From an optimization exercise on the open Yosys and OpenROAD flow, aimed at small area, a short achievable clock period and few clock cycles per item; shortcuts taken in it are not production practice. No functional check of the RTL was part of any run shown here. Power figures rest on the tool's default switching activity, not on a simulated workload.

### config.mk
export PLATFORM = sky130hd
export DESIGN_NAME = lru_key_value_cache
export DESIGN_NICKNAME = lru_key_value_cache
export VERILOG_FILES = /design/flow/design.v
export SDC_FILE = /design/flow/constraint.sdc
export NUM_CORES = 4
export LEC_CHECK = 0
export CAP_MARGIN = 20
export CORE_MARGIN = 2
export CORE_UTILIZATION = 40
export SETUP_SLACK_MARGIN = 4.0
export SLEW_MARGIN = 20
### constraint.sdc
create_clock -name core_clock -period 6.5 [get_ports {clk}]
set_input_delay 1.3000 -clock core_clock [delete_from_list [all_inputs] [get_ports {clk}]]
set_output_delay 1.3000 -clock core_clock [all_outputs]
set_load 0.01 [all_outputs]
### design.v
`default_nettype none
package lkvc_pkg;
  localparam int MAX_ENTRIES_DEF = 16;
  localparam int KEY_W = 32;
  localparam int VAL_W = 32;
  localparam int CAP_W = 5;
  localparam logic [CAP_W-1:0] CAP_RESET = 5'd16;
  localparam logic OP_GET = 1'b0;
  localparam logic OP_PUT = 1'b1;
  localparam logic [VAL_W-1:0] MISS_VALUE = 32'hFFFF_FFFF;
  localparam logic [VAL_W-1:0] PUT_VALUE = 32'h0000_0000;
endpackage
`default_nettype wire
`default_nettype none
import lkvc_pkg::*;
module lru_key_value_cache #(
  parameter int MAX_ENTRIES = MAX_ENTRIES_DEF
) (
  input  wire                     clk,
  input  wire                     rst_n,
  input  wire                     start,
  output logic                    busy,
  input  wire                     in_opcode,
  input  wire  signed [KEY_W-1:0] in_key,
  input  wire  signed [VAL_W-1:0] in_value,
  output logic                    out_strobe,
  output logic                    out_hit,
  output logic signed [VAL_W-1:0] out_read_value,
  input  wire                     cfg_we,
  input  wire         [CAP_W-1:0] cfg_wdata
);
  localparam int N = MAX_ENTRIES;
  logic [CAP_W-1:0] cap_r;
  logic [N-1:0]     valid_r;
  logic             full_r;
  logic             s1_vld_r;
  logic             s1_op_r;
  logic [KEY_W-1:0] s1_key_r;
  logic [VAL_W-1:0] s1_val_r;
  logic             s2_vld_r;
  logic             s2_op_r;
  logic [KEY_W-1:0] s2_key_r;
  logic [VAL_W-1:0] s2_val_r;
  logic [N-1:0]     s2_match_r;   
  logic             s2_found_r;   
  logic             s2_fwd_r;     
  logic [N-1:0]     wr_prev_r;    
  logic [KEY_W-1:0] key_r [N];
  logic [VAL_W-1:0] val_r [N];
  logic             newer_r [N][N];
  logic             res_vld_r;
  logic             res_hit_r;
  logic [VAL_W-1:0] res_val_r;
  assign busy = 1'b0;
  logic [N-1:0] victim, free, miss_slot;
  logic         s2_put, s2_wrote, s2_putmiss;
  always_comb begin
    for (int i = 0; i < N; i++) begin
      logic v;
      v = valid_r[i];
      for (int j = 0; j < N; j++) begin
        if (j < i) begin
          v = v && newer_r[j][i];
        end else if (j > i) begin
          v = v && (!valid_r[j] || !newer_r[i][j]);
        end
      end
      victim[i] = v;
      free[i] = !valid_r[i] && ((i == 0) ? 1'b1 : valid_r[i-1]);
    end
    miss_slot = full_r ? victim : free;
    s2_put     = s2_op_r == OP_PUT;
    s2_wrote   = s2_vld_r && s2_put;
    s2_putmiss = s2_wrote && !s2_found_r;
  end
  logic [N-1:0] s1_match;
  logic         s1_same, s1_any, s1_evict, s1_found;
  always_comb begin
    for (int i = 0; i < N; i++) begin
      s1_match[i] = valid_r[i] && (key_r[i] == s1_key_r);
    end
    s1_same  = (s1_key_r == s2_key_r);
    s1_any   = |s1_match;
    s1_evict = |(s1_match & miss_slot);
    s1_found = (s2_wrote && s1_same) || (s1_any && !(s2_putmiss && s1_evict));
  end
  logic [N-1:0] match, slot, upd, wr;
  logic [N-1:0] valid_nxt;
  logic [N-1:0] cap_sel;
  logic         do_ins, full_nxt;
  logic [VAL_W-1:0] rd_val;
  always_comb begin
    match = s2_fwd_r ? wr_prev_r : s2_match_r;
    slot  = s2_found_r ? match : miss_slot;
    upd   = slot & {N{s2_vld_r && (s2_found_r || s2_put)}};
    wr    = slot & {N{s2_wrote}};
    do_ins = s2_putmiss && !full_r;
    valid_nxt = do_ins ? {valid_r[N-2:0], 1'b1} : valid_r;
    for (int i = 0; i < N; i++) begin
      cap_sel[i] = (cap_r == CAP_W'(i + 1)) || (i == 0 && cap_r == '0) ||
                   (i == N - 1 && cap_r > CAP_W'(N));
    end
    full_nxt = |(valid_nxt & cap_sel);
    rd_val = '0;
    for (int i = 0; i < N; i++) begin
      rd_val = rd_val | (val_r[i] & {VAL_W{match[i]}});
    end
  end
  always_ff @(posedge clk) begin
    if (!rst_n) begin
      s1_vld_r  <= 1'b0;
      s2_vld_r  <= 1'b0;
      res_vld_r <= 1'b0;
      cap_r     <= CAP_RESET;
      valid_r   <= '0;
      full_r    <= 1'b0;
    end else begin
      s1_vld_r  <= start;
      s2_vld_r  <= s1_vld_r;
      res_vld_r <= s2_vld_r;
      if (cfg_we) begin
        cap_r <= cfg_wdata;
      end
      valid_r <= valid_nxt;
      full_r  <= full_nxt;
    end
  end
  always_ff @(posedge clk) begin
    s1_op_r    <= in_opcode;
    s1_key_r   <= in_key;
    s1_val_r   <= in_value;
    s2_op_r    <= s1_op_r;
    s2_key_r   <= s1_key_r;
    s2_val_r   <= s1_val_r;
    s2_match_r <= s1_match;
    s2_found_r <= s1_found;
    s2_fwd_r   <= s2_wrote && s1_same;
    wr_prev_r  <= wr;
    for (int i = 0; i < N; i++) begin
      if (wr[i]) begin
        val_r[i] <= s2_val_r;
      end
      if (wr[i] && !s2_found_r) begin
        key_r[i] <= s2_key_r;
      end
      for (int j = i + 1; j < N; j++) begin
        if (upd[i]) begin
          newer_r[i][j] <= 1'b1;
        end else if (upd[j]) begin
          newer_r[i][j] <= 1'b0;
        end
      end
    end
    res_hit_r <= s2_found_r;
    if (s2_put) begin
      res_val_r <= PUT_VALUE;
    end else if (s2_found_r) begin
      res_val_r <= rd_val;
    end else begin
      res_val_r <= MISS_VALUE;
    end
  end
  assign out_strobe     = res_vld_r;
  assign out_hit        = res_hit_r;
  assign out_read_value = res_val_r;
endmodule
`default_nettype wire
### run.sh
#!/bin/bash
# synth_recipe.tcl (not shown) runs the flow's synth.tcl, then flattens the netlist and writes it again
# the make line also repeats each setting of config.mk as NAME=value (left out here)
make -C /OpenROAD-flow-scripts/flow DESIGN_CONFIG=/design/flow/config.mk WORK_HOME=/design/flow/orfs CLKGATE_MAP_FILE= SYNTH_SCRIPT=/design/flow/synth_recipe.tcl finish
==> results of run 1 <==
repair_timing:
item,CTS,global route
setup endpoints to repair,1227,671
setup buffers,53,85
resized for setup,373,75
pin swaps,39,19
gates cloned,13,3
final timing paths:
| kind | start | to | slack [ns] | depth (start not counted) |
|---|---|---|---|---|
| hold reg to reg | s1_val_r[24]$_DFF_P_ | s2_val_r[24]$_DFF_P_ | 0.32 | 0 |
| setup reg to reg | full_r$_SDFF_PN0_ | s2_found_r$_DFF_P_ | 3.87 | 9 |
| setup / recovery | full_r$_SDFF_PN0_ | s2_found_r$_DFF_P_ | 3.87 | 9 |
| hold / removal | s1_val_r[24]$_DFF_P_ | s2_val_r[24]$_DFF_P_ | 0.32 | 0 |
layout make-up:
cell class,count,area share
diodes,2,0.00008172
clock buffers,199,0.06580
clock inverters,59,0.01085
inverters,10,0.0006742
multi-input cells,1665,0.2094
flip-flops and latches,1366,0.6152
well taps,1650,0.03371
repair buffers,346,0.06431
routing by layer:
metal / part of all wire / up-vias / GRT usage / wire, µm
met4: 0.044 / 0 / 0.1006 / 6725
met3: 0.087 / 347 / 0.04037 / 13410
met5: 0 / - / 0 / 0
li1: - / 12790 / - / -
met1: 0.40 / 15180 / 0.3100 / 61240
met2: 0.47 / 1608 / 0.3779 / 72600
state kept, by name, summed over array words and instances (netlist names), 5 cells and up:
name        flops
res_val_r      32
s2_match_r     16
newer_r       120
wr_prev_r      16
s1_val_r       32
s2_val_r       32
s1_key_r       32
key_r         512
val_r         512
s2_key_r       32
cap_r           5
valid_r        16
power by group through the flow:
stage / combinational [mW] / clock (mW) / sequential, mW
after floorplan: 0.275 / 0 / 9.73
after global placement: 0.568 / 0 / 9.77
after detailed placement: 0.569 / 0 / 9.77
after CTS: 0.606 / 8.23 / 9.59
after global routing: 0.702 / 8.56 / 9.60
final: 0.677 / 8.14 / 9.59
cells in the final DEF, fill, tap and decap left out, types with 31 or more instances in the layout:
master and instances:
edfxtp_1 1024, xor2_1 513, dfxtp_1 300, a22oi_1 205, nand2_1 199, clkbuf_16 146, buf_4 136, nor4_1 105
nand4_1 82, nand3_1 76, clkdlybuf4s50_1 73, buf_12 69, nor2_1 50, a21o_1 46, a222oi_1 38, buf_6 36
a31oi_1 33, clkbuf_1 33, xnor2_1 31
stage by stage:
stage | util | setup WS, ns
2_1_floorplan | - | 3.461
3_3_place_gp | 0.4273 | 2.958
3_5_place_dp | 0.4278 | 2.873
4_1_cts | 0.4779 | 3.941
5_1_grt | 0.4890 | 3.705
6_report | 0.4890 | 3.872
cells by family (layout without fill, tap and decap cells):
group                  count (synthesis)  in the layout  share of synthesized area
buffers and inverters                195            614                    0.01945
multiplexers                          56             56                    0.01239
flip-flops                          1366           1366                     0.7462
AND/OR/NAND/NOR                      668            679                    0.06802
XOR/XNOR                             544            544                    0.09457
AO/OA/AOI/OAI                        385            385                    0.05928
other                                  1              3                 0.00007443
worst register-to-register path: stages, from the launching register on:
cell	delay, ns
dfxtp_1	0.35
buf_12	0.21
nand4_1	0.21
nor4_2	0.34
a22oi_2	0.21
buf_4	0.20
nor4_2	0.47
a2111oi_0	0.17
a41o_1	0.21
a21o_1	0.17
==> impl_metrics.ini, run 1 <==
[power_and_ir_drop]
power_switching_mw = 3.963
clkPwrFrac = 0.442
p_seq_frac = 0.521
total_power_mw = 18.41
p_leak_nw = 20.99
ir_worst_vdd_mv = 0.3141
p_per_area_nw_per_um2 = 300.6
swShare = 0.2153
combPwrFrac = 0.037
p_int_mw = 14.45

[synth]
netlist_top_cells_area = edfxtp_1, dfxtp_1, xor2_1
synth.cell_area_um2 = 50380
ys_seq_area_frac = 0.7462
yosys.area.top_type_share = 0.6103
synth.most_common_cell = edfxtp_1
synth_area_leader_cell = edfxtp_1
ys_warn_count = 4
synth_edf_count = 1024
async_reset_ff_frac = 0
synth_seq_cells = 1366
synthTopCellsByCount = edfxtp_1, xor2_1, dfxtp_1
syn-num-nets = 3289
syn_avg_cell_area_um2 = 15.67
synthCells = 3215
synth_flop_cell = edfxtp_1
synth.distinct_cells = 55

[global_routing]
grt_pass1_vias = 28720
overflow = 0
grt_pass1_wl_mm = 214.9
globalRouteTotalUtil = 0.2333
antenna_found_initial = 1
grt_max_degree = 53

[clock_network]
path_clk_slew_ns = 0.06
ctsHoldBuffers = 0
clock_sinks = 1366
cts_root_buf = clkbuf_16
htreeDepth = 4
clk_latency_ns = 0.77
tritoncts = yes
cts_inserted_buffers = 138
clockBufferDepth = 3

[sta]
finalHoldViolCount = 0
holdWs_ns = 0.3197
finalCritPeriodShare = 0.4043
fmax_mhz = 380.6
skew_ns = 0.03077
rsz0062_at_grt = true
tns_ns = 0
relSlewSlack = 0.3361
fin_crit_ns = 2.628
setup_viol = 0
slew_violations = 0
worst_pin_slew_ns = 0.9928

[place]
place.port_buffers = 107
postPlaceCellArea_um2 = 53580
dp.cells = 4881
gp_congestion = 0.9309
hpwl_mm = 83.44

[setup_path]
path_cells = buf_12 -> nand4_1 -> nor4_2 -> a22oi_2 -> buf_4 -> nor4_2 -> a2111oi_0 -> a41o_1 -> a21o_1
crit_type = reg -> reg
cpLargestDelayFamily = simple AND/OR/NAND/NOR gates
slowest_stage = nor4_2
crit_top_cell = nor4_2
cp_data_arrival_time_ns = 3.29
critPathRequiredTime_ns = 7.16
worstSetupEndpointType = flop
path_buf_inv = 2
cp-start-kind = flop
cpPeakStageDelay_ns = 0.47
worstPathMaxFanout = 33

[layout]
nets = 3601
fin_area_um2 = 61250
drive_above_1_share = 0.1868
stdcell_count = 5297
syn2layout_area_growth_pct = 21.56
multi_input_area_um2 = 12820
ff_latch_area_um2 = 37680
n_fill_cell = 10580

[die]
core.rowCount = 130
die_h_um = 358.9
start_util = 0.4023
ios = 109
fp.dieW_um = 358.9
dieArea_um2 = 128800
core_area_um2 = 125200

[outcome]
status = finished clean

[job]
cap_violations = 0

[detailed_routing]
first_iter_violations = 3736
routed_via_density = 5.649
wl_per_cell_um = 29.07
dr.pass1.iters = 7
vias = 29920
final_antenna_net_count = 0
drc = 0
routed_wirelength_mm = 154.0

[min_path]
hp-class = reg -> reg
==> run 2: changes to the inputs <==
--- a/config.mk
+++ b/config.mk
@@ -8,5 +8,5 @@
 export CAP_MARGIN = 20
 export CORE_MARGIN = 2
-export CORE_UTILIZATION = 40
+export CORE_UTILIZATION = 60
 export SETUP_SLACK_MARGIN = 4.0
 export SLEW_MARGIN = 20
==> run 2 against run 1 <==
  * Sequential power hardly changed
  * Final cell count is 12% lower
  * Final area is 2.4% lower
  * Area after synthesis stayed put
  * Die area is 33% lower
  * Non-clock buffer count is 55 lower
  * Global-route usage is 13 points higher
  * Combinational power is 9.7% lower
  * Largest power group unchanged
  * Still clean on timing, DRC and antenna
  * Clock-buffer cell count is 1 lower
  * Via count is 1.6% higher
  * Power is 1.6% lower
  * Setup slack better by 0.077 ns
  * Highest routed layer is now met5
  * Largest cell class unchanged
==> impl_metrics.ini, run 2 <==
[outcome]
status = finished clean

[synth]
ys_warn_count = 4
synth_flop_cell = edfxtp_1
netlist_top_cells_area = edfxtp_1, dfxtp_1, xor2_1
ys_seq_area_frac = 0.7462
yosys.area.top_type_share = 0.6103
synth.distinct_cells = 55
async_reset_ff_frac = 0
syn_avg_cell_area_um2 = 15.67
synth.cell_area_um2 = 50380
synth.most_common_cell = edfxtp_1
syn-num-nets = 3289
synthCells = 3215
synth_area_leader_cell = edfxtp_1
synthTopCellsByCount = edfxtp_1, xor2_1, dfxtp_1
synth_seq_cells = 1366
synth_edf_count = 1024

[setup_path]
path_cells = buf_8 -> xor2_1 -> nor4_1 -> nand4_1 -> nor3_4 -> a2111oi_0 -> a41o_1 -> a21o_1
crit_path_start = s1_key_r[23]$_DFF_P_
reg2reg_from = s1_key_r[23]$_DFF_P_
worstPathMaxFanout = 11
reg2reg_depth = 8
r2r-end = s2_found_r$_DFF_P_
crit_end = s2_found_r$_DFF_P_
cp_data_arrival_time_ns = 3.18
cpPeakStageDelay_ns = 0.47
slowest_stage = dfxtp_4
crit_type = reg -> reg
cp-start-kind = flop
r2r_setup_slack_ns = 3.95
critPathRequiredTime_ns = 7.13
worstSetupEndpointType = flop

[sta]
skew_ns = 0.04354
fin_crit_ns = 2.551
slew_violations = 0
finalHoldViolCount = 0
finalCritPeriodShare = 0.3925
relSlewSlack = 0.2936
worst_pin_slew_ns = 1.058
fmax_mhz = 392.0
tns_ns = 0
rsz0062_at_grt = true
setup_viol = 0

[global_routing]
grt_max_degree = 36
top_usage_layer = met2
grt_pass1_wl_mm = 217.8
met3_usage = 0.06533
global_route.usage.met2 = 0.5978
use_met1 = 0.4693
antenna_found_initial = 5
grt_pass1_vias = 29660
overflow = 0
globalRouteTotalUtil = 0.3614

[die]
core.rowCount = 106
die_h_um = 293.8
ios = 109
dieArea_um2 = 86300
core_area_um2 = 83420
fp.dieW_um = 293.8
start_util = 0.6039

[power_and_ir_drop]
ir_worst_vdd_mv = 0.2644
power_switching_mw = 3.929
clkPwrFrac = 0.436
combPwrFrac = 0.034
p_seq_frac = 0.530
p_leak_nw = 20.62
swShare = 0.2169
p_per_area_nw_per_um2 = 303.0
p_int_mw = 14.19

[layout]
fin_area_um2 = 59790
layout_common_cells = edfxtp_1, xor2_1, dfxtp_1
final_common_cell = edfxtp_1
n_fill_cell = 5387
top_regs = key_r: 512 flops, val_r: 512 flops, newer_r: 120 flops
nets = 3554
syn2layout_area_growth_pct = 18.68
drive_above_1_share = 0.1719

[detailed_routing]
routed_wirelength_mm = 156.0
drc = 0
dr.pass1.iters = 8
vias = 30420
routed_via_density = 6.503
first_iter_violations = 4067
wl_per_cell_um = 33.35
final_antenna_net_count = 0

[min_path]
worst_hold_path.num_cells = 0
hp-class = reg -> reg

[clock_network]
clock_sinks = 1366
cts_inserted_buffers = 140
tritoncts = yes
clockBufferDepth = 3
clk_latency_ns = 0.76
cts_root_buf = clkbuf_16
ctsHoldBuffers = 0
path_clk_slew_ns = 0.06
htreeDepth = 4

[job]
cap_violations = 0

[place]
gp_congestion = 0.9124
postPlaceCellArea_um2 = 52900
hpwl_mm = 83.18
place.port_buffers = 107
-- run 2: cell count changes in the layout (fill, tap and decap cells not counted), moves of 9 or more --
cell and change:
buf_4 -50, clkinv_1 +12, buf_6 +9, buf_12 -30, buf_8 +14
-- run 2: power groups by stage --
stage | clock network, mW | logic [mW] | registers [mW]
CTS | 7.97 | 0.596 | 9.60
global route | 8.31 | 0.628 | 9.61
global placement | 0 | 0.550 | 9.78
detailed placement | 0 | 0.556 | 9.78
finish | 7.91 | 0.611 | 9.60
floorplan | 0 | 0.275 | 9.73
-- run 2: area by class of cell --
| type | instances | area (µm²) | area share |
|---|---|---|---|
| antenna | 1 | 2.502 | 0.00004185 |
| clock buffer | 198 | 3921 | 0.06558 |
| clock inverter | 60 | 629.4 | 0.01053 |
| inverter | 10 | 37.54 | 0.0006278 |
| multi-input combinational | 1671 | 12860 | 0.2151 |
| sequential | 1366 | 37680 | 0.6301 |
| tap | 1080 | 1351 | 0.02260 |
| timing repair buffer | 291 | 3309 | 0.05535 |
-- run 2: worst max-delay path: cells and delay by family, from the launching register on --
kind	cells	cell delay [ns]
XOR/XNOR	1	0.10
buffers and inverters	1	0.25
flip-flops	1	0.47
AND/OR/NAND/NOR	3	1.09
AO/OA/AOI/OAI	3	0.53
-- run 2: timing repair --
| item | 4_1_cts | 5_1_grt |
|---|---|---|
| resized for setup | 392 | 51 |
| gates cloned | 21 | 5 |
| buffers inserted | 60 | 11 |
| endpoints found under the setup margin | 1231 | 598 |
| pin swaps | 45 | 15 |
-- run 2: worst min-delay path by stage --
| stage | endpoint | slack [ns] | from |
|---|---|---|---|
| after floorplan | s2_op_r$_DFF_P_ | 0.31 | s1_op_r$_DFF_P_ |
| after global placement | s2_val_r[7]$_DFF_P_ | 0.31 | s1_val_r[7]$_DFF_P_ |
| after detailed placement | s2_val_r[23]$_DFF_P_ | 0.31 | s1_val_r[23]$_DFF_P_ |
| after CTS | s2_val_r[7]$_DFF_P_ | 0.33 | s1_val_r[7]$_DFF_P_ |
| after global routing | s2_val_r[16]$_DFF_P_ | 0.33 | s1_val_r[16]$_DFF_P_ |
| final | s2_val_r[7]$_DFF_P_ | 0.33 | s1_val_r[7]$_DFF_P_ |
-- run 2: cells by family (layout without fill, tap and decap cells) --
| group | after synthesis | in the layout | share of synthesized area |
|---|---|---|---|
| other | 1 | 2 | 0.00007443 |
| DFF | 1366 | 1366 | 0.7462 |
| xor gates and xnor gates | 544 | 544 | 0.09457 |
| buffers and inverters | 195 | 559 | 0.01945 |
| muxes | 56 | 56 | 0.01239 |
| AOI/OAI and AO/OA | 385 | 385 | 0.05928 |
| and+or+nand+nor | 668 | 685 | 0.06802 |
-- run 2: routing by layer --
metal / up-vias / routed length, µm
met5: - / 13
met4: 2 / 7439
met3: 383 / 15000
met2: 1847 / 75880
met1: 15490 / 57660
li1: 12690 / -
-- run 2: stage by stage --
stage	hold WS, ns	instances	setup WS (ns)	power (mW)	util
3_5_place_dp	0.3121	4321	2.958	10.34	0.6342
4_1_cts	0.3263	4660	3.936	18.16	0.7114
2_1_floorplan	0.3096	3215	3.461	10.01	-
3_3_place_gp	0.3108	4321	2.955	10.33	0.6341
6_report	0.3263	4677	3.949	18.12	0.7167
5_1_grt	0.3309	4676	3.905	18.54	0.7167
==> run 3: changes to the inputs <==
--- a/config.mk
+++ b/config.mk
@@ -9,4 +9,5 @@
 export CORE_MARGIN = 2
 export CORE_UTILIZATION = 60
+export CTS_BUF_LIST = sky130_fd_sc_hd__clkbuf_8
 export SETUP_SLACK_MARGIN = 4.0
 export SLEW_MARGIN = 20
==> run 3 against run 2 <==
  * Combinational power shrank 0.7%
  * Routed wire length about the same
  * Utilization shrank 0.53 points
  * Non-clock buffer count fell by 1
  * Die area stayed put
  * Sequential power hardly changed
  * Sequential share of layout area is 0.47 points higher
  * First-iteration DRC count is 2.0% lower
  * Clock power fell by 12%
  * Final area shrank 0.73%
  * Synthesized cell count did not move
  * Critical path type is now reg -> out
  * Critical endpoint is now out_read_value[14]
  * Largest power group unchanged
==> impl_metrics.ini, run 3 <==
[detailed_routing]
final_antenna_net_count = 0
drc = 0
wl_per_cell_um = 32.43
first_iter_violations = 3986
dr.pass1.iters = 8
routed_wirelength_mm = 156.0
vias = 30810
routed_via_density = 6.404

[power_and_ir_drop]
ir_worst_vdd_mv = 0.2969
total_power_mw = 17.17
p_leak_nw = 20.86
p_per_area_nw_per_um2 = 289.3

[place]
gp_congestion = 0.9124
post-place-ws_ns = 2.958
hpwl_mm = 83.18
place.port_buffers = 107

[sta]
finalCritPeriodShare = 0.4126
worst_slack_ns = 3.818
worst_pin_slew_ns = 1.035
tns_ns = 0
rsz0062_at_grt = true
slew_violations = 0
fin_crit_ns = 2.682
fmax_mhz = 372.9
relSlewSlack = 0.3089
skew_ns = 0.03696
setup_viol = 0
finalHoldViolCount = 0

[global_routing]
overflow = 0
globalRouteTotalUtil = 0.3585
grt_pass1_vias = 30070
grt_max_degree = 36
grt_pass1_wl_mm = 216.5
antenna_found_initial = 5

[setup_path]
cp_data_arrival_time_ns = 1.38
path_buf_inv = 1
cpLargestDelayFamily = flip-flops
crit_path_start = res_val_r[14]$_SDFF_PP0_
worstPathMaxFanout = 1
crit_type = reg -> out
worstSetupEndpointType = output port
reg2reg_depth = 8
critPathRequiredTime_ns = 5.20
worst-path-stages = 1
r2r_setup_slack_ns = 3.94
path_cells = buf_6
reg2reg_from = s1_key_r[1]$_DFF_P_
cp-start-kind = flop
cpPeakStageDelay_ns = 0.37
r2r-end = s2_found_r$_DFF_P_
crit_end = out_read_value[14]
slowest_stage = dfxtp_4

[synth]
synth_top_family_by_area = XOR/XNOR gates
synthAdderAreaFrac = 0
synth_seq_cells = 1366
synthXorXnorAreaFrac = 0.09457
synthMuxAreaShare = 0.01239
synth_compound_area_frac = 0.05928
ys_seq_area_frac = 0.7462
synth_area_leader_cell = edfxtp_1
yosys.area.top_type_share = 0.6103
yosys.area_share.simple = 0.06802
async_reset_ff_frac = 0
syn_avg_cell_area_um2 = 15.67
ys_warn_count = 4
synth.distinct_cells = 55
synth.cell_area_um2 = 50380
synth_edf_count = 1024
syn-num-nets = 3289
synthCells = 3215
synth.most_common_cell = edfxtp_1
netlist_top_cells_area = edfxtp_1, dfxtp_1, xor2_1
synth_flop_cell = edfxtp_1
synthTopCellsByCount = edfxtp_1, xor2_1, dfxtp_1

[clock_network]
tritoncts = yes
cts_inserted_buffers = 206
clockBufferDepth = 3
htreeDepth = 4
clk_latency_ns = 0.90
cts_root_buf = clkbuf_8
clock_sinks = 1366
path_clk_slew_ns = 0.06

[die]
start_util = 0.6039
die_h_um = 293.8
fp.dieW_um = 293.8
core.rowCount = 106
core_area_um2 = 83420
dieArea_um2 = 86300
ios = 109

[min_path]
hp-class = reg -> reg

[job]
cap_violations = 0

[layout]
drive_above_1_share = 0.1889
n_fill_cell = 5512
final_common_cell = edfxtp_1
nets = 3620
syn2layout_area_growth_pct = 17.81
top_regs = key_r: 512 flops, val_r: 512 flops, newer_r: 120 flops
layout_common_cells = edfxtp_1, xor2_1, dfxtp_1

[outcome]
status = finished clean
## run 3: layer usage
layer | wire length [µm] | share of wire | vias up | global-route usage
met5 | 0 | 0 | - | 0
met4 | 7389 | 0.047 | 0 | 0.1534
met3 | 14950 | 0.096 | 426 | 0.06654
met2 | 75750 | 0.49 | 1963 | 0.5966
met1 | 57950 | 0.37 | 15570 | 0.4653
li1 | - | - | 12860 | -
## run 3: logic make-up after synthesis
group | after synthesis
DFF | 1366
and+or+nand+nor | 668
xor gates and xnor gates | 544
AOI/OAI and AO/OA | 385
buffers and inverters | 195
muxes | 56
other | 1
## run 3: repair_timing
action                                  4_1_cts  5_1_grt
endpoints found under the setup margin     1228      614
setup buffers                                49       20
gates resized for setup                     377       48
hold endpoints to repair                      0        0
cloned                                       20        8
pin swaps                                    40       21
hold buffers                                  0        0
## run 3: per-stage QoR
step	hold slack, ns	instance area [µm²]	instances	util
finish	0.3238	59350	4811	0.7115
global route	0.3247	59350	4810	0.7114
CTS	0.3232	58760	4779	0.7043
detailed placement	0.3121	52900	4321	0.6342
global placement	0.3108	52900	4321	0.6341
floorplan	0.3096	50520	3215	-
## run 3: worst min-delay path by stage
stage / end / from / slack, ns / cells after the start
6_report: s2_val_r[4]$_DFF_P_ / s1_val_r[4]$_DFF_P_ / 0.32 / 0
5_1_grt: s2_val_r[13]$_DFF_P_ / s1_val_r[13]$_DFF_P_ / 0.32 / 0
4_1_cts: s2_val_r[16]$_DFF_P_ / s1_val_r[16]$_DFF_P_ / 0.32 / 0
3_5_place_dp: s2_val_r[23]$_DFF_P_ / s1_val_r[23]$_DFF_P_ / 0.31 / 0
3_3_place_gp: s2_val_r[7]$_DFF_P_ / s1_val_r[7]$_DFF_P_ / 0.31 / 0
2_1_floorplan: s2_op_r$_DFF_P_ / s1_op_r$_DFF_P_ / 0.31 / 0
## run 3: area by class of cell
cell class                 instances  area (µm²)  share of cell area
sequential                      1366       37680              0.6348
multi-input combinational       1672       12840              0.2164
timing repair buffer             290        3247             0.05470
clock buffer                     255        3510             0.05913
inverter                          10       37.54           0.0006324
clock inverter                   134       675.6             0.01138
antenna                            4       10.01           0.0001686
tap                             1080        1351             0.02277
## run 3: where the power goes
part           internal (mW)  leakage [nW]  switching [mW]  total, mW
registers               9.46          12.0           0.143       9.60
clock network           3.64          2.49            3.33       6.96
logic                  0.218          6.34           0.388      0.607
==> run 4: changes to the inputs <==
--- a/config.mk
+++ b/config.mk
@@ -9,5 +9,6 @@
 export CORE_MARGIN = 2
 export CORE_UTILIZATION = 60
-export CTS_BUF_LIST = sky130_fd_sc_hd__clkbuf_8
+export CTS_CLUSTER_DIAMETER = 60
+export CTS_CLUSTER_SIZE = 24
 export SETUP_SLACK_MARGIN = 4.0
 export SLEW_MARGIN = 20
==> run 4 against run 3 <==
  * Highest routed layer is now met5
  * Routed wire length down 1.4%
  * Clock skew fell by 0.0048 ns
  * Final cell count fell by 4.6%
  * Critical endpoint is now s2_found_r$_DFF_P_
  * Utilization down 1.3 points
  * Via count is 2.4% lower
  * Combinational power down 1%
==> impl_metrics.ini, run 4 <==
[power_and_ir_drop]
p_per_area_nw_per_um2 = 280.6
total_power_mw = 16.35
p_leak_nw = 19.91
ir_worst_vdd_mv = 0.2835

[die]
dieArea_um2 = 86300
fp.dieW_um = 293.8
core.rowCount = 106
die_h_um = 293.8
core_area_um2 = 83420
ios = 109
start_util = 0.6039

[setup_path]
path_buf_inv = 2
worstPathMaxFanout = 18
cp_data_arrival_time_ns = 3.12
worstSetupEndpointType = flop
critPathRequiredTime_ns = 7.06
cpLargestDelayFamily = simple AND/OR/NAND/NOR gates
cpPeakStageDelay_ns = 0.43
slowest_stage = nor4_1
cp-start-kind = flop
crit_type = reg -> reg
path_cells = buf_8 -> xor2_1 -> nor4_1 -> nand3_1 -> buf_4 -> nor4b_1 -> a2111oi_0 -> a41o_1 -> a21o_1

[synth]
synth.cell_area_um2 = 50380
syn-num-nets = 3289
ys_warn_count = 4
syn_avg_cell_area_um2 = 15.67
async_reset_ff_frac = 0
synthTopCellsByCount = edfxtp_1, xor2_1, dfxtp_1
synth_area_leader_cell = edfxtp_1
synth.most_common_cell = edfxtp_1
synth_edf_count = 1024
ys_seq_area_frac = 0.7462
netlist_top_cells_area = edfxtp_1, dfxtp_1, xor2_1
synth.distinct_cells = 55
synth_flop_cell = edfxtp_1
synthCells = 3215
synth_seq_cells = 1366
yosys.area.top_type_share = 0.6103

[detailed_routing]
final_antenna_net_count = 0
routed_wirelength_mm = 153.9
first_iter_violations = 4136
vias = 30070
wl_per_cell_um = 33.54
routed_via_density = 6.550
dr.pass1.iters = 9
drc = 0

[layout]
nets = 3507
final_common_cell = edfxtp_1
stdcell_count = 4590
syn2layout_area_growth_pct = 15.69
layout_common_cells = edfxtp_1, xor2_1, dfxtp_1
final_util = 0.6987
drive_above_1_share = 0.1613
top_regs = key_r: 512 flops, val_r: 512 flops, newer_r: 120 flops

[sta]
finalHoldViolCount = 0
relSlewSlack = 0.3347
fmax_mhz = 390.2
slew_violations = 0
rsz0062_at_grt = true
worst_pin_slew_ns = 0.9966
finalCritPeriodShare = 0.3943
skew_ns = 0.03213
tns_ns = 0
worst_slack_ns = 3.937
setup_viol = 0
fin_crit_ns = 2.563

[clock_network]
clk_latency_ns = 0.67
ctsHoldBuffers = 0
clockBufferDepth = 3
cts_root_buf = clkbuf_16
path_clk_slew_ns = 0.09
tritoncts = yes
cts_inserted_buffers = 88
htreeDepth = 3
clock_sinks = 1366

[global_routing]
grt_pass1_vias = 28920
antenna_found_initial = 5
globalRouteTotalUtil = 0.3509
grt_max_degree = 36
overflow = 0
grt_pass1_wl_mm = 212.8

[place]
dp.cells = 4321
post-place-ws_ns = 2.958
gp_congestion = 0.9124
place.port_buffers = 107
hpwl_mm = 83.18

[min_path]
hp-class = reg -> reg

[job]
cap_violations = 0

[outcome]
status = finished clean
run 4: repair_timing:
| item | in CTS | in global routing |
|---|---|---|
| endpoints found under the setup margin | 1231 | 667 |
| resized for setup | 374 | 40 |
| pin swaps | 42 | 19 |
| endpoints found under the hold margin | 0 | 0 |
| setup buffers | 47 | 25 |
| gates cloned | 17 | 13 |
run 4: cells by family (layout without fill, tap and decap cells):
logic type      count (synthesis)  in the layout  share of synthesized area
simple gates                  668            685                    0.06802
xor+xnor                      544            544                    0.09457
buf+inv                       195            471                    0.01945
flops                        1366           1366                     0.7462
other cells                     1              3                 0.00007443
compound gates                385            385                    0.05928
mux                            56             56                    0.01239
run 4: power breakdown:
| part | leakage, nW | internal, mW | switching [mW] |
|---|---|---|---|
| Clock | 1.52 | 2.95 | 3.22 |
| Sequential | 12.0 | 9.44 | 0.142 |
| Combinational | 6.34 | 0.213 | 0.386 |
| Total | 19.9 | 12.6 | 3.74 |
run 4: cell type report:
type,instances,area (µm²)
diodes,2,5.005
multi-input cells,1671,12860
repair buffers,296,3221
inverters,10,37.54
fillers,5531,25140
flip-flops and latches,1366,37670
well taps,1080,1351
clock buffers,110,2454
clock inverters,55,689.4
run 4: path summary, 6_finish.rpt:
kind | startpoint | endpoint | slack (ns) | cells past startpoint
setup / recovery | s1_key_r[9]$_DFF_P_ | s2_found_r$_DFF_P_ | 3.94 | 9
hold / removal | s1_val_r[22]$_DFF_P_ | s2_val_r[22]$_DFF_P_ | 0.33 | 0
setup reg to reg | s1_key_r[9]$_DFF_P_ | s2_found_r$_DFF_P_ | 3.94 | 9
hold reg to reg | s1_val_r[22]$_DFF_P_ | s2_val_r[22]$_DFF_P_ | 0.33 | 0
run 4: worst reg2reg max path, stage by stage (launching register included):
cell       delay, ns
dfxtp_1         0.35
buf_8           0.27
xor2_1          0.18
nor4_1          0.43
nand3_1         0.12
buf_4           0.19
nor4b_1         0.35
a2111oi_0       0.13
a41o_1          0.26
a21o_1          0.17
run 4: per-layer routing:
layer	up-vias	track usage	share of wire	wire length, µm
met4	4	0.1391	0.047	7275
met2	1870	0.5930	0.49	75110
li1	12580	-	-	-
met3	377	0.04970	0.091	14050
met5	-	0	0.00018	28
met1	15240	0.4626	0.37	57470
run 4: metrics by stage:
stage / hold slack [ns] / area (µm²)
2_1_floorplan: 0.3096 / 50520
3_3_place_gp: 0.3108 / 52900
3_5_place_dp: 0.3121 / 52900
4_1_cts: 0.3311 / 57610
5_1_grt: 0.3296 / 58280
6_report: 0.3258 / 58280
==> run 5: changes to the inputs <==
==> flow/run.sh (new file) <==
#!/bin/bash
# Standard layout, with clock tree synthesis told not to add dummy loads.
set -euo pipefail
export CTS_ARGS="-sink_clustering_enable -repair_clock_nets -dont_use_dummy_load -sink_clustering_size 24 -sink_clustering_max_diameter 60"
bash standard.sh > standard.log 2>&1
==> standard.sh (new file) <==
#!/bin/bash
# synth_recipe.tcl (not shown) runs the flow's synth.tcl, then flattens the netlist and writes it again
# the make line also repeats each setting of config.mk as NAME=value (left out here)
make -C /OpenROAD-flow-scripts/flow DESIGN_CONFIG=/design/flow/config.mk WORK_HOME=/design/flow/orfs CLKGATE_MAP_FILE= SYNTH_SCRIPT=/design/flow/synth_recipe.tcl "${@:-finish}"
removed: run.sh
==> run 5 against run 4 <==
  * Maximum frequency is 0.54% higher
  * Clock skew is 0.033 ns higher
  * Critical path depth stayed put
  * Sequential cell count stayed put
  * Critical path type unchanged
  * Largest power group unchanged
==> impl_metrics.ini, run 5 <==
[outcome]
status = finished clean

[synth]
synth.most_common_cell = edfxtp_1
synth.cell_area_um2 = 50380
ys_warn_count = 4
ys_seq_area_frac = 0.7462
synth_top_family_by_area = XOR/XNOR gates
yosys.area_share.simple = 0.06802
synthAdderAreaFrac = 0
synth_edf_count = 1024
synth.distinct_cells = 55
synthCells = 3215
synth_flop_cell = edfxtp_1
synthMuxAreaShare = 0.01239
syn_avg_cell_area_um2 = 15.67
netlist_top_cells_area = edfxtp_1, dfxtp_1, xor2_1
async_reset_ff_frac = 0
synthTopCellsByCount = edfxtp_1, xor2_1, dfxtp_1
synth_seq_cells = 1366
yosys.area.top_type_share = 0.6103
synth_compound_area_frac = 0.05928
syn-num-nets = 3289
synthXorXnorAreaFrac = 0.09457
synth_area_leader_cell = edfxtp_1

[setup_path]
cp_data_arrival_time_ns = 2.90
crit_type = reg -> reg
critPathRequiredTime_ns = 6.85
path_cells = buf_6 -> a22oi_2 -> nand4_1 -> o31ai_4 -> buf_4 -> mux2i_2 -> nor2_4 -> buf_12 -> clkbuf_16
cpPeakStageDelay_ns = 0.35
cp-start-kind = flop
worstPathMaxFanout = 16
worstSetupEndpointType = flop
slowest_stage = dfxtp_2

[place]
post-place-ws_ns = 2.958
gp_congestion = 0.9124
postPlaceCellArea_um2 = 52900
place.port_buffers = 107
hpwl_mm = 83.18

[global_routing]
grt_pass1_vias = 28770
globalRouteTotalUtil = 0.3513
overflow = 0
grt_max_degree = 36
antenna_found_initial = 2
grt_pass1_wl_mm = 212.4

[clock_network]
cts_root_buf = clkbuf_16
cts_inserted_buffers = 88
clk_latency_ns = 0.67
clock_sinks = 1366
path_clk_slew_ns = 0.09
clockBufferDepth = 3
ctsHoldBuffers = 0
htreeDepth = 3
tritoncts = yes

[sta]
setup_viol = 0
tns_ns = 0
finalCritPeriodShare = 0.3921
fin_crit_ns = 2.549
holdWs_ns = 0.3025
worst_slack_ns = 3.951
slew_violations = 0
finalHoldViolCount = 0
fmax_mhz = 392.3
worst_pin_slew_ns = 1.048
rsz0062_at_grt = true
relSlewSlack = 0.3004
skew_ns = 0.06505

[die]
die_h_um = 293.8
core_area_um2 = 83420
core.rowCount = 106
ios = 109
start_util = 0.6039
fp.dieW_um = 293.8
dieArea_um2 = 86300

[layout]
fin_area_um2 = 57990
top_regs = key_r: 512 flops, val_r: 512 flops, newer_r: 120 flops
drive_above_1_share = 0.1635
syn2layout_area_growth_pct = 15.09
final_common_cell = edfxtp_1
layout_common_cells = edfxtp_1, xor2_1, dfxtp_1
nets = 3551

[detailed_routing]
routed_wirelength_mm = 154.3
routed_via_density = 6.618
wl_per_cell_um = 33.87
dr.pass1.iters = 7
drc = 0
final_antenna_net_count = 0
first_iter_violations = 4343
vias = 30150

[power_and_ir_drop]
total_power_mw = 15.32
ir_worst_vdd_mv = 0.2658
p_leak_nw = 19.77
p_per_area_nw_per_um2 = 264.2

[job]
cap_violations = 0

[min_path]
hp-class = reg -> reg
==> run 5: cell counts after synthesis <==
Identical to the previous run, type by type.
==> run 5: area by class of cell <==
cell class,count,area (µm²)
repair buffers,341,3744
inverters,10,37.54
multi-input cells,1670,12980
clock buffers,88,2202
diodes,1,2.502
well taps,1080,1351
flip-flops and latches,1366,37670
fillers,5560,25440
==> run 5: path summary, 6_finish.rpt <==
path / slack [ns] / cells past startpoint / start / to
worst max-delay path: 3.95 / 9 / valid_r[12]$_SDFF_PN0_ / val_r[1][10]$_DFFE_PP_
worst min register to register: 0.30 / 0 / s1_val_r[22]$_DFF_P_ / s2_val_r[22]$_DFF_P_
worst max register to register: 3.95 / 9 / valid_r[12]$_SDFF_PN0_ / val_r[1][10]$_DFFE_PP_
worst min-delay path: 0.30 / 0 / s1_val_r[22]$_DFF_P_ / s2_val_r[22]$_DFF_P_
==> run 5: power by group <==
| group | switching, mW | total (mW) | internal [mW] |
|---|---|---|---|
| clock network | 2.69 | 5.08 | 2.39 |
| logic | 0.404 | 0.653 | 0.249 |
| registers | 0.140 | 9.59 | 9.45 |
==> run 5: repair_timing <==
item | in CTS | in global routing
gates cloned | 18 | 8
setup endpoints to repair | 1229 | 633
gates resized for setup | 360 | 102
buffers inserted | 52 | 68
pin swaps | 42 | 35
==> run 5: routing by layer <==
layer  wire length (µm)  vias up  track usage
li1                   -    12560            -
met1              58010    15430       0.4626
met2              75610     1813       0.5921
met3              14210      354      0.05665
met4               6480        0       0.1323
met5                  0        -            0
==> run 5: cells by family after synthesis <==
family,after synthesis
muxes,56
AOI/OAI and AO/OA,385
and+or+nand+nor,668
DFF,1366
other,1
xor gates and xnor gates,544
buffers and inverters,195
==> run 5: critical path: cells and delay by family, from the launching register on <==
kind                   cells  cell delay (ns)
and+or+nand+nor            2             0.41
DFF                        1             0.35
buffers and inverters      4             0.75
muxes                      1             0.14
AOI/OAI and AO/OA          2             0.56
==> run 5: through the flow <==
stage,instances,utilization
2_1_floorplan,3215,-
3_3_place_gp,4321,0.6341
3_5_place_dp,4321,0.6342
4_1_cts,4479,0.6807
5_1_grt,4556,0.6951
6_report,4556,0.6951
==> run 6: changes to the inputs <==
--- a/config.mk
+++ b/config.mk
@@ -13,2 +13,3 @@
 export SETUP_SLACK_MARGIN = 4.0
 export SLEW_MARGIN = 20
+export TNS_END_PERCENT = 10
==> run 6 against run 5 <==
  * Die area did not move
  * Non-clock buffer count fell by 99
  * Sequential cell count did not move
  * Clock-buffer cell count rose by 4
  * Sequential share of layout area rose by 1.8 points
  * Final cell count fell by 2.1%
  * Utilization fell by 2.0 points
  * Clock skew rose by 0.012 ns
  * Largest cell class unchanged
  * Still clean
==> impl_metrics.ini, run 6 <==
[detailed_routing]
routed_wirelength_mm = 150.5
first_iter_violations = 4144
wl_per_cell_um = 33.74
routed_via_density = 6.605
dr.pass1.iters = 6
vias = 29460
drc = 0
final_antenna_net_count = 0

[synth]
synth.cell_area_um2 = 50380
synth.most_common_cell = edfxtp_1
synth_flop_cell = edfxtp_1
yosys.area.top_type_share = 0.6103
synthTopCellsByCount = edfxtp_1, xor2_1, dfxtp_1
async_reset_ff_frac = 0
netlist_top_cells_area = edfxtp_1, dfxtp_1, xor2_1
synth_seq_cells = 1366
ys_warn_count = 4
ys_seq_area_frac = 0.7462
synthCells = 3215
synth.distinct_cells = 55
syn_avg_cell_area_um2 = 15.67
synth_edf_count = 1024
synth_area_leader_cell = edfxtp_1
syn-num-nets = 3289

[sta]
tns_ns = 0
setup_viol = 0
skew_ns = 0.07667
relSlewSlack = 0.1941
slew_violations = 0
finalHoldViolCount = 0
fin_crit_ns = 2.800
worst_pin_slew_ns = 1.208
finalCritPeriodShare = 0.4307
rsz0062_at_grt = true
fmax_mhz = 357.2

[power_and_ir_drop]
p_leak_nw = 19.08
power_switching_mw = 3.224
p_seq_frac = 0.623
total_power_mw = 15.38
swShare = 0.2097
p_per_area_nw_per_um2 = 272.9
clkPwrFrac = 0.338
ir_worst_vdd_mv = 0.2226
p_int_mw = 12.15
combPwrFrac = 0.039

[layout]
multi_input_area_um2 = 12540
layout_common_cells = edfxtp_1, xor2_1, dfxtp_1
fin_area_um2 = 56350
n_fill_cell = 5702
final_common_cell = edfxtp_1
top_regs = key_r: 512 flops, val_r: 512 flops, newer_r: 120 flops
drive_above_1_share = 0.1119
syn2layout_area_growth_pct = 11.84
nets = 3453
ff_latch_area_um2 = 37630
stdcell_count = 4460

[die]
fp.dieW_um = 293.8
start_util = 0.6039
dieArea_um2 = 86300
core_area_um2 = 83420
die_h_um = 293.8
core.rowCount = 106
ios = 109

[clock_network]
clock_sinks = 1366
path_clk_slew_ns = 0.09
ctsHoldBuffers = 0
cts_root_buf = clkbuf_16
clk_latency_ns = 0.69
htreeDepth = 3
cts_inserted_buffers = 92
clockBufferDepth = 3
tritoncts = yes

[place]
hpwl_mm = 82.74
dp.cells = 4317
place.port_buffers = 107
gp_congestion = 0.9342
postPlaceCellArea_um2 = 52880

[global_routing]
antenna_found_initial = 4
grt_pass1_wl_mm = 208.0
globalRouteTotalUtil = 0.3442
grt_max_degree = 52
overflow = 0
grt_pass1_vias = 28500

[setup_path]
crit_type = reg -> reg
critPathRequiredTime_ns = 7.08
worstPathMaxFanout = 12
cp-start-kind = flop
cp_data_arrival_time_ns = 3.38
worstSetupEndpointType = flop

[job]
cap_violations = 0

[min_path]
hp-class = reg -> reg

[outcome]
status = finished clean
-- run 6: final cells by class --
class / count / area share
inverters: 10 / 0.0006662
diodes: 3 / 0.0001332
repair buffers: 242 / 0.04390
well taps: 1080 / 0.02398
flip-flops and latches: 1366 / 0.6679
clock buffers: 92 / 0.04086
multi-input cells: 1667 / 0.2226
-- run 6: final timing paths --
path                              from                   end  slack (ns)  cells past startpoint
setup / recovery  s1_key_r[30]$_DFF_P_    s2_found_r$_DFF_P_        3.70                      7
hold / removal    s1_val_r[18]$_DFF_P_  s2_val_r[18]$_DFF_P_        0.32                      0
setup reg to reg  s1_key_r[30]$_DFF_P_    s2_found_r$_DFF_P_        3.70                      7
hold reg to reg   s1_val_r[18]$_DFF_P_  s2_val_r[18]$_DFF_P_        0.32                      0
-- run 6: power by group through the flow --
stage	clock network [mW]	registers [mW]	logic [mW]
after floorplan	0	9.73	0.274
after global placement	0	9.76	0.569
after CTS	5.25	9.58	0.585
after detailed placement	0	9.77	0.575
final	5.20	9.58	0.596
after global routing	5.53	9.59	0.613
-- run 6: kinds of logic after synthesis --
logic type,Yosys count,share of synthesized area
DFF,1366,0.7462
and+or+nand+nor,668,0.06802
xor gates and xnor gates,544,0.09457
AOI/OAI and AO/OA,385,0.05928
buffers and inverters,195,0.01945
muxes,56,0.01239
other,1,0.00007443
-- run 6: metal layers --
| layer | routed length (µm) | GRT usage | part of all wire | vias up |
|---|---|---|---|---|
| met2 | 73190 | 0.5710 | 0.49 | 1733 |
| li1 | - | - | - | 12340 |
| met4 | 7010 | 0.1473 | 0.047 | 0 |
| met1 | 56150 | 0.4587 | 0.37 | 15040 |
| met5 | 0 | 0 | 0 | - |
| met3 | 14130 | 0.04924 | 0.094 | 351 |
-- run 6: critical path, stage by stage (launching register included) --
cell and delay, ns:
dfxtp_2 0.49, buf_4 0.34, xor2_1 0.11, nor4_1 0.34, nand4_1 0.16, or4_4 0.56, nor4_4 0.56, a21o_1 0.15
-- run 6: stage by stage --
stage / worst slack (ns) / util / hold slack [ns]
2_1_floorplan: 3.415 / - / 0.3096
3_3_place_gp: 2.824 / 0.6337 / 0.3108
3_5_place_dp: 3.016 / 0.6339 / 0.3121
4_1_cts: 3.716 / 0.6701 / 0.3217
5_1_grt: 3.701 / 0.6753 / 0.3223
6_report: 3.700 / 0.6754 / 0.3185
-- run 6: timing repair --
action / in CTS / in global routing
endpoints found under the setup margin: 1233 / 947
pin swaps: 12 / 14
gates cloned: 9 / 7
gates resized for setup: 148 / 41
setup buffers: 20 / 10
==> run 7: changes to the inputs <==
==> flow/run.sh (replaced) <==
#!/bin/bash
# Standard layout, with clock tree synthesis told not to add dummy loads and
# the port buffers started from the smallest buffer.
set -euo pipefail
export CTS_ARGS="-sink_clustering_enable -repair_clock_nets -dont_use_dummy_load -sink_clustering_size 24 -sink_clustering_max_diameter 60"
export BUFFER_PORTS_ARGS="-buffer_cell sky130_fd_sc_hd__buf_1"
bash standard.sh > standard.log 2>&1
--- a/config.mk
+++ b/config.mk
@@ -13,3 +13,2 @@
 export SETUP_SLACK_MARGIN = 4.0
 export SLEW_MARGIN = 20
-export TNS_END_PERCENT = 10
==> run 7 against run 6 <==
  * Synthesized cell count unchanged
  * Critical endpoint unchanged
  * Maximum frequency increased by 8.0%
  * Utilization increased by 0.94 points
  * Sequential cell count unchanged
==> impl_metrics.ini, run 7 <==
[outcome]
status = finished clean

[detailed_routing]
wl_per_cell_um = 33.41
final_antenna_net_count = 0
vias = 29510
routed_wirelength_mm = 150.6
drc = 0
dr.pass1.iters = 6
first_iter_violations = 3641
routed_via_density = 6.546

[synth]
synth.most_common_cell = edfxtp_1
synth_seq_cells = 1366
synth.cell_area_um2 = 50380
synthTopCellsByCount = edfxtp_1, xor2_1, dfxtp_1
ys_seq_area_frac = 0.7462
synthCells = 3215
async_reset_ff_frac = 0
synth_flop_cell = edfxtp_1
synth_top_family_by_area = XOR/XNOR gates
syn_avg_cell_area_um2 = 15.67
synthAdderAreaFrac = 0
synth_area_leader_cell = edfxtp_1
yosys.area_share.simple = 0.06802
synthMuxAreaShare = 0.01239
synth_edf_count = 1024
yosys.area.top_type_share = 0.6103
ys_warn_count = 4
synth_compound_area_frac = 0.05928
synthXorXnorAreaFrac = 0.09457
syn-num-nets = 3289
synth.distinct_cells = 55
netlist_top_cells_area = edfxtp_1, dfxtp_1, xor2_1

[power_and_ir_drop]
clkPwrFrac = 0.326
p_per_area_nw_per_um2 = 264.4
combPwrFrac = 0.039
p_int_mw = 11.94
swShare = 0.2096
ir_worst_vdd_mv = 0.2466
power_switching_mw = 3.166
p_leak_nw = 19.21
p_seq_frac = 0.635

[setup_path]
crit_top_cell = buf_12
worstSetupEndpointType = flop
r2r-end = s2_found_r$_DFF_P_
r2r_setup_slack_ns = 3.91
worstPathMaxFanout = 7
cp-start-kind = flop
cpLargestDelayFamily = compound AO/OA/AOI/OAI gates
reg2reg_depth = 10
path_buf_inv = 3
cp_data_arrival_time_ns = 3.12
slowest_stage = nand4_1
reg2reg_from = valid_r[12]$_SDFF_PN0_
cpPeakStageDelay_ns = 0.34
crit_type = reg -> reg
path_cells = buf_12 -> buf_12 -> a222oi_1 -> nand4_1 -> o21ai_4 -> buf_12 -> nor4b_2 -> a2111oi_0 -> a41o_1 -> a21o_1
critPathRequiredTime_ns = 7.03

[global_routing]
overflow = 0
globalRouteTotalUtil = 0.3476
grt_pass1_wl_mm = 210.2
grt_pass1_vias = 28510
antenna_found_initial = 3
grt_max_degree = 53

[layout]
syn2layout_area_growth_pct = 13.39
final_util = 0.6848
nets = 3502
drive_above_1_share = 0.1372
stdcell_count = 4509
final_common_cell = edfxtp_1
n_fill_cell = 5659
layout_common_cells = edfxtp_1, xor2_1, dfxtp_1
top_regs = key_r: 512 flops, val_r: 512 flops, newer_r: 120 flops

[die]
die_h_um = 293.8
core_area_um2 = 83420
start_util = 0.6039
dieArea_um2 = 86300
ios = 109
fp.dieW_um = 293.8
core.rowCount = 106

[clock_network]
clk_latency_ns = 0.68
htreeDepth = 3
path_clk_slew_ns = 0.08
cts_inserted_buffers = 84
tritoncts = yes
clockBufferDepth = 3
ctsHoldBuffers = 0
cts_root_buf = clkbuf_16
clock_sinks = 1366

[sta]
relSlewSlack = 0.2096
tns_ns = 0
slew_violations = 0
fin_crit_ns = 2.593
holdWs_ns = 0.3196
worst_pin_slew_ns = 1.184
rsz0062_at_grt = true
finalHoldViolCount = 0
skew_ns = 0.06818
finalCritPeriodShare = 0.3989
fmax_mhz = 385.7
setup_viol = 0

[min_path]
worst_hold_path.num_cells = 0
min_to = s2_val_r[13]$_DFF_P_
hp-class = reg -> reg
hold_path.startpoint = s1_val_r[13]$_DFF_P_

[place]
place.port_buffers = 107
gp_congestion = 0.9122
hpwl_mm = 83.30
dp.cells = 4305

[job]
cap_violations = 0
[run 7: layer usage]
layer	up-vias	share of wire	global-route usage	wire, µm
li1	12440	-	-	-
met1	15140	0.38	0.4627	57560
met3	330	0.086	0.05363	12960
met2	1595	0.49	0.5775	73270
met5	-	0.000086	0	13
met4	2	0.045	0.1417	6831
[run 7: cell type report]
type                            instances  area, µm²  share of cell area
Antenna cell                            3      7.507           0.0001314
Clock buffer                           84       2102             0.03680
Inverter                               10      37.54           0.0006571
Multi-Input combinational cell       1667      12990              0.2274
Sequential cell                      1366      37680              0.6595
Tap cell                             1080       1351             0.02365
Timing Repair Buffer                  299       2959             0.05180
[run 7: kinds of logic (layout without fill, tap and decap cells)]
logic type                count (synthesis)  in the layout
muxes                                    56             56
DFF                                    1366           1366
and+or+nand+nor                         668            681
AOI/OAI and AO/OA                       385            385
xor gates and xnor gates                544            544
buffers and inverters                   195            393
other                                     1              4
[run 7: power by group through the flow]
| stage | clock network [mW] | logic, mW | registers [mW] |
|---|---|---|---|
| floorplan | 0 | 0.275 | 9.73 |
| global placement | 0 | 0.508 | 9.77 |
| detailed placement | 0 | 0.516 | 9.78 |
| CTS | 4.96 | 0.573 | 9.58 |
| global route | 5.25 | 0.611 | 9.59 |
| finish | 4.93 | 0.591 | 9.59 |
[run 7: worst register-to-register path, cell delays in order, from the launching register on]
cell	delay (ns)
dfxtp_2	0.33
buf_12	0.13
buf_12	0.13
a222oi_1	0.33
nand4_1	0.34
o21ai_4	0.33
buf_12	0.17
nor4b_2	0.19
a2111oi_0	0.11
a41o_1	0.28
a21o_1	0.19
[run 7: how the worst max path moves through the flow]
stage	to	depth (start not counted)	slack, ns	start
finish	s2_found_r$_DFF_P_	10	3.91	valid_r[12]$_SDFF_PN0_
global route	s2_found_r$_DFF_P_	8	3.90	s1_key_r[25]$_DFF_P_
CTS	s2_found_r$_DFF_P_	8	4.00	s1_key_r[24]$_DFF_P_
detailed placement	val_r[6][13]$_DFFE_PP_	7	2.88	full_r$_SDFF_PN0_
global placement	val_r[6][13]$_DFFE_PP_	6	2.68	full_r$_SDFF_PN0_
floorplan	val_r[13][0]$_DFFE_PP_	6	3.46	full_r$_SDFF_PN0_
[run 7: timing repair]
item,4_1_cts,5_1_grt
endpoints found under the setup margin,1202,462
gates resized for setup,271,51
pin swaps,43,27
setup buffers,53,46
cloned,16,2
[run 7: through the flow]
stage                     power, mW  setup slack (ns)  instance area (µm²)
after floorplan               10.01             3.461                50520
after global placement        10.28             2.684                52060
after detailed placement      10.30             2.877                52210
after CTS                     15.12             4.001                56330
after global routing          15.46             3.901                57120
final                         15.10             3.907                57130
==> run 8: changes to the inputs <==
--- a/config.mk
+++ b/config.mk
@@ -8,7 +8,8 @@
 export CAP_MARGIN = 20
 export CORE_MARGIN = 2
-export CORE_UTILIZATION = 60
+export CORE_UTILIZATION = 70
 export CTS_CLUSTER_DIAMETER = 60
 export CTS_CLUSTER_SIZE = 24
+export PLACE_DENSITY = 0.72
 export SETUP_SLACK_MARGIN = 4.0
 export SLEW_MARGIN = 20
==> run 8 against run 7 <==
  * First-iteration DRC count grew 27%
  * Final cell count shrank 3.1%
  * Worst hold slack lost 0.020 ns
  * Clock power shrank 6.3%
  * Critical path type unchanged
  * Utilization grew 10 points
  * Global-route usage grew 4.2 points
  * Critical endpoint unchanged
  * Area after synthesis is the same
  * Sequential share of layout area grew 1.1 points
  * Die area shrank 14%
==> impl_metrics.ini, run 8 <==
[synth]
syn_avg_cell_area_um2 = 15.67
synth.distinct_cells = 55
ys_seq_area_frac = 0.7462
syn-num-nets = 3289
yosys.area.top_type_share = 0.6103
synth_seq_cells = 1366
synth.cell_area_um2 = 50380
synth_area_leader_cell = edfxtp_1
synth.most_common_cell = edfxtp_1
synthTopCellsByCount = edfxtp_1, xor2_1, dfxtp_1
ys_warn_count = 4
netlist_top_cells_area = edfxtp_1, dfxtp_1, xor2_1
synthCells = 3215
synth_edf_count = 1024
async_reset_ff_frac = 0
synth_flop_cell = edfxtp_1

[detailed_routing]
first_iter_violations = 4635
drc = 0
final_antenna_net_count = 0
routed_via_density = 6.962
wl_met2_mm = 70.89
dr.pass1.iters = 7
wl_met3_mm = 18.10
highest_layer = met4
routed_wirelength_mm = 146.7
vias = 30420
wl_per_cell_um = 33.58
m1WireLength_mm = 49.47

[place]
dp.cells = 4177
post-place-ws_ns = 3.148
gp_congestion = 0.9385
place.port_buffers = 107
hpwl_mm = 79.72

[sta]
setup_viol = 0
relSlewSlack = 0.4603
rsz0062_at_grt = true
finalHoldViolCount = 0
holdWs_ns = 0.2993
fmax_mhz = 368.3
skew_ns = 0.09107
fin_crit_ns = 2.715
worst_pin_slew_ns = 0.8085
finalCritPeriodShare = 0.4177
slew_violations = 0
tns_ns = 0
worst_slack_ns = 3.785

[clock_network]
path_clk_slew_ns = 0.09
clockBufferDepth = 3
clk_latency_ns = 0.66
tritoncts = yes
htreeDepth = 3
cts_inserted_buffers = 75
cts_root_buf = clkbuf_16
ctsHoldBuffers = 0
clock_sinks = 1366

[setup_path]
critPathRequiredTime_ns = 7.03
crit_type = reg -> reg
cp_data_arrival_time_ns = 3.24
cpPeakStageDelay_ns = 0.47
worstSetupEndpointType = flop
path_cells = clkbuf_8 -> xor2_1 -> nor4_1 -> nand3_2 -> nor4b_1 -> a2111oi_0 -> a41o_1 -> a21o_1
cp-start-kind = flop
slowest_stage = nor4_1
cpLargestDelayFamily = simple AND/OR/NAND/NOR gates
path_buf_inv = 1
worstPathMaxFanout = 18

[die]
fp.dieW_um = 272.3
start_util = 0.7060
core.rowCount = 98
ios = 109
die_h_um = 272.3
dieArea_um2 = 74140
core_area_um2 = 71360

[power_and_ir_drop]
swShare = 0.2085
p_leak_nw = 18.95
p_int_mw = 11.70
p_per_area_nw_per_um2 = 263.2
combPwrFrac = 0.040
total_power_mw = 14.78
ir_worst_vdd_mv = 0.2537
p_seq_frac = 0.648
power_switching_mw = 3.083
clkPwrFrac = 0.312

[global_routing]
antenna_found_initial = 6
grt_pass1_wl_mm = 203.6
globalRouteTotalUtil = 0.3895
grt_max_degree = 53
grt_pass1_vias = 29270
overflow = 0

[layout]
n_fill_cell = 3951
stdcell_count = 4369
layout_common_cells = edfxtp_1, xor2_1, dfxtp_1
nets = 3493
multi_input_area_um2 = 12770
final_common_cell = edfxtp_1
top_regs = key_r: 512 flops, val_r: 512 flops, newer_r: 120 flops
drive_above_1_share = 0.1288
syn2layout_area_growth_pct = 11.49
ff_latch_area_um2 = 37670

[min_path]
hp-class = reg -> reg

[outcome]
status = finished clean

[job]
cap_violations = 0
[run 8: power by group through the flow]
stage                     clock network, mW  logic, mW  registers, mW
after floorplan                           0      0.275           9.73
after global placement                    0      0.484           9.78
after detailed placement                  0      0.495           9.78
after CTS                              4.62      0.532           9.58
after global routing                   4.90      0.604           9.59
final                                  4.62      0.590           9.58
[run 8: cell type report]
type,instances,area share
antenna,2,0.00008910
clock buffer,75,0.03341
inverter,10,0.0006682
multi-input combinational,1669,0.2274
sequential,1366,0.6706
tap,950,0.02116
timing repair buffer,297,0.04667
[run 8: kinds of logic after synthesis]
kind of cell / after synthesis / synth area share
XOR/XNOR: 544 / 0.09457
AND/OR/NAND/NOR: 668 / 0.06802
buffers and inverters: 195 / 0.01945
other: 1 / 0.00007443
AO/OA/AOI/OAI: 385 / 0.05928
flip-flops: 1366 / 0.7462
multiplexers: 56 / 0.01239
[run 8: per-stage QoR]
stage	util	area [µm²]
finish	0.7871	56170
global route	0.7870	56170
CTS	0.7718	55080
detailed placement	0.7284	51980
global placement	0.7280	51950
floorplan	-	50520
[run 8: repair_timing]
item,CTS,global route
gates resized for setup,173,87
pin swaps,22,27
gates cloned,14,6
endpoints found under the setup margin,1202,695
buffers inserted,34,61
[run 8: worst paths after layout]
kind	start	to	slack [ns]	cells after the start
max	s1_key_r[27]$_DFF_P_	s2_found_r$_DFF_P_	3.79	8
min	s1_val_r[25]$_DFF_P_	s2_val_r[25]$_DFF_P_	0.30	0
max reg2reg	s1_key_r[27]$_DFF_P_	s2_found_r$_DFF_P_	3.79	8
min reg2reg	s1_val_r[25]$_DFF_P_	s2_val_r[25]$_DFF_P_	0.30	0
[run 8: per-layer routing]
| layer | track usage | vias up |
|---|---|---|
| met5 | 0 | - |
| met4 | 0.1903 | 0 |
| met3 | 0.07053 | 486 |
| met2 | 0.6374 | 2348 |
| met1 | 0.5101 | 15150 |
| li1 | - | 12430 |

afterwards: timing with drivers on the ports:
The results above use ideal ports. As a check the final layouts listed here were re-extracted and re-timed, cells and wires unchanged. Step 1: set_driving_cell puts a clkbuf_16 on clk and a buf_2 on each other input, an assumption about the parent block. Step 2, shift: input delay + t, output delay - t, t = (earliest + latest rising clock arrival at the registers) / 2. This alone moves slack from input paths to output paths. a / b / c = ideal ports / drivers / drivers and shift; a / b = the first two.
run	t (ns)	setup WS [ns]	worst data-port slew with drivers (ns)
run 1	0.827	3.872 / 3.872 / 3.616	0.07
run 2	0.814	3.949 / 3.900 / 3.792	0.05
run 3	0.948	3.818 / 3.748 / 3.734	0.05
run 4	0.727	3.937 / 3.937 / 3.762	0.05
run 5	0.711	3.951 / 3.951 / 3.731	0.05
run 6	0.720	3.700 / 3.700 / 3.700	0.04
run 7	0.714	3.907 / 3.907 / 3.907	0.04
run 8	0.684	3.785 / 3.785 / 3.785	0.05
After both steps setup and hold are still met in every run listed. The setup slack of run 1, which loses most, moves by 0.000 ns with the drivers and by -0.256 ns with both steps.
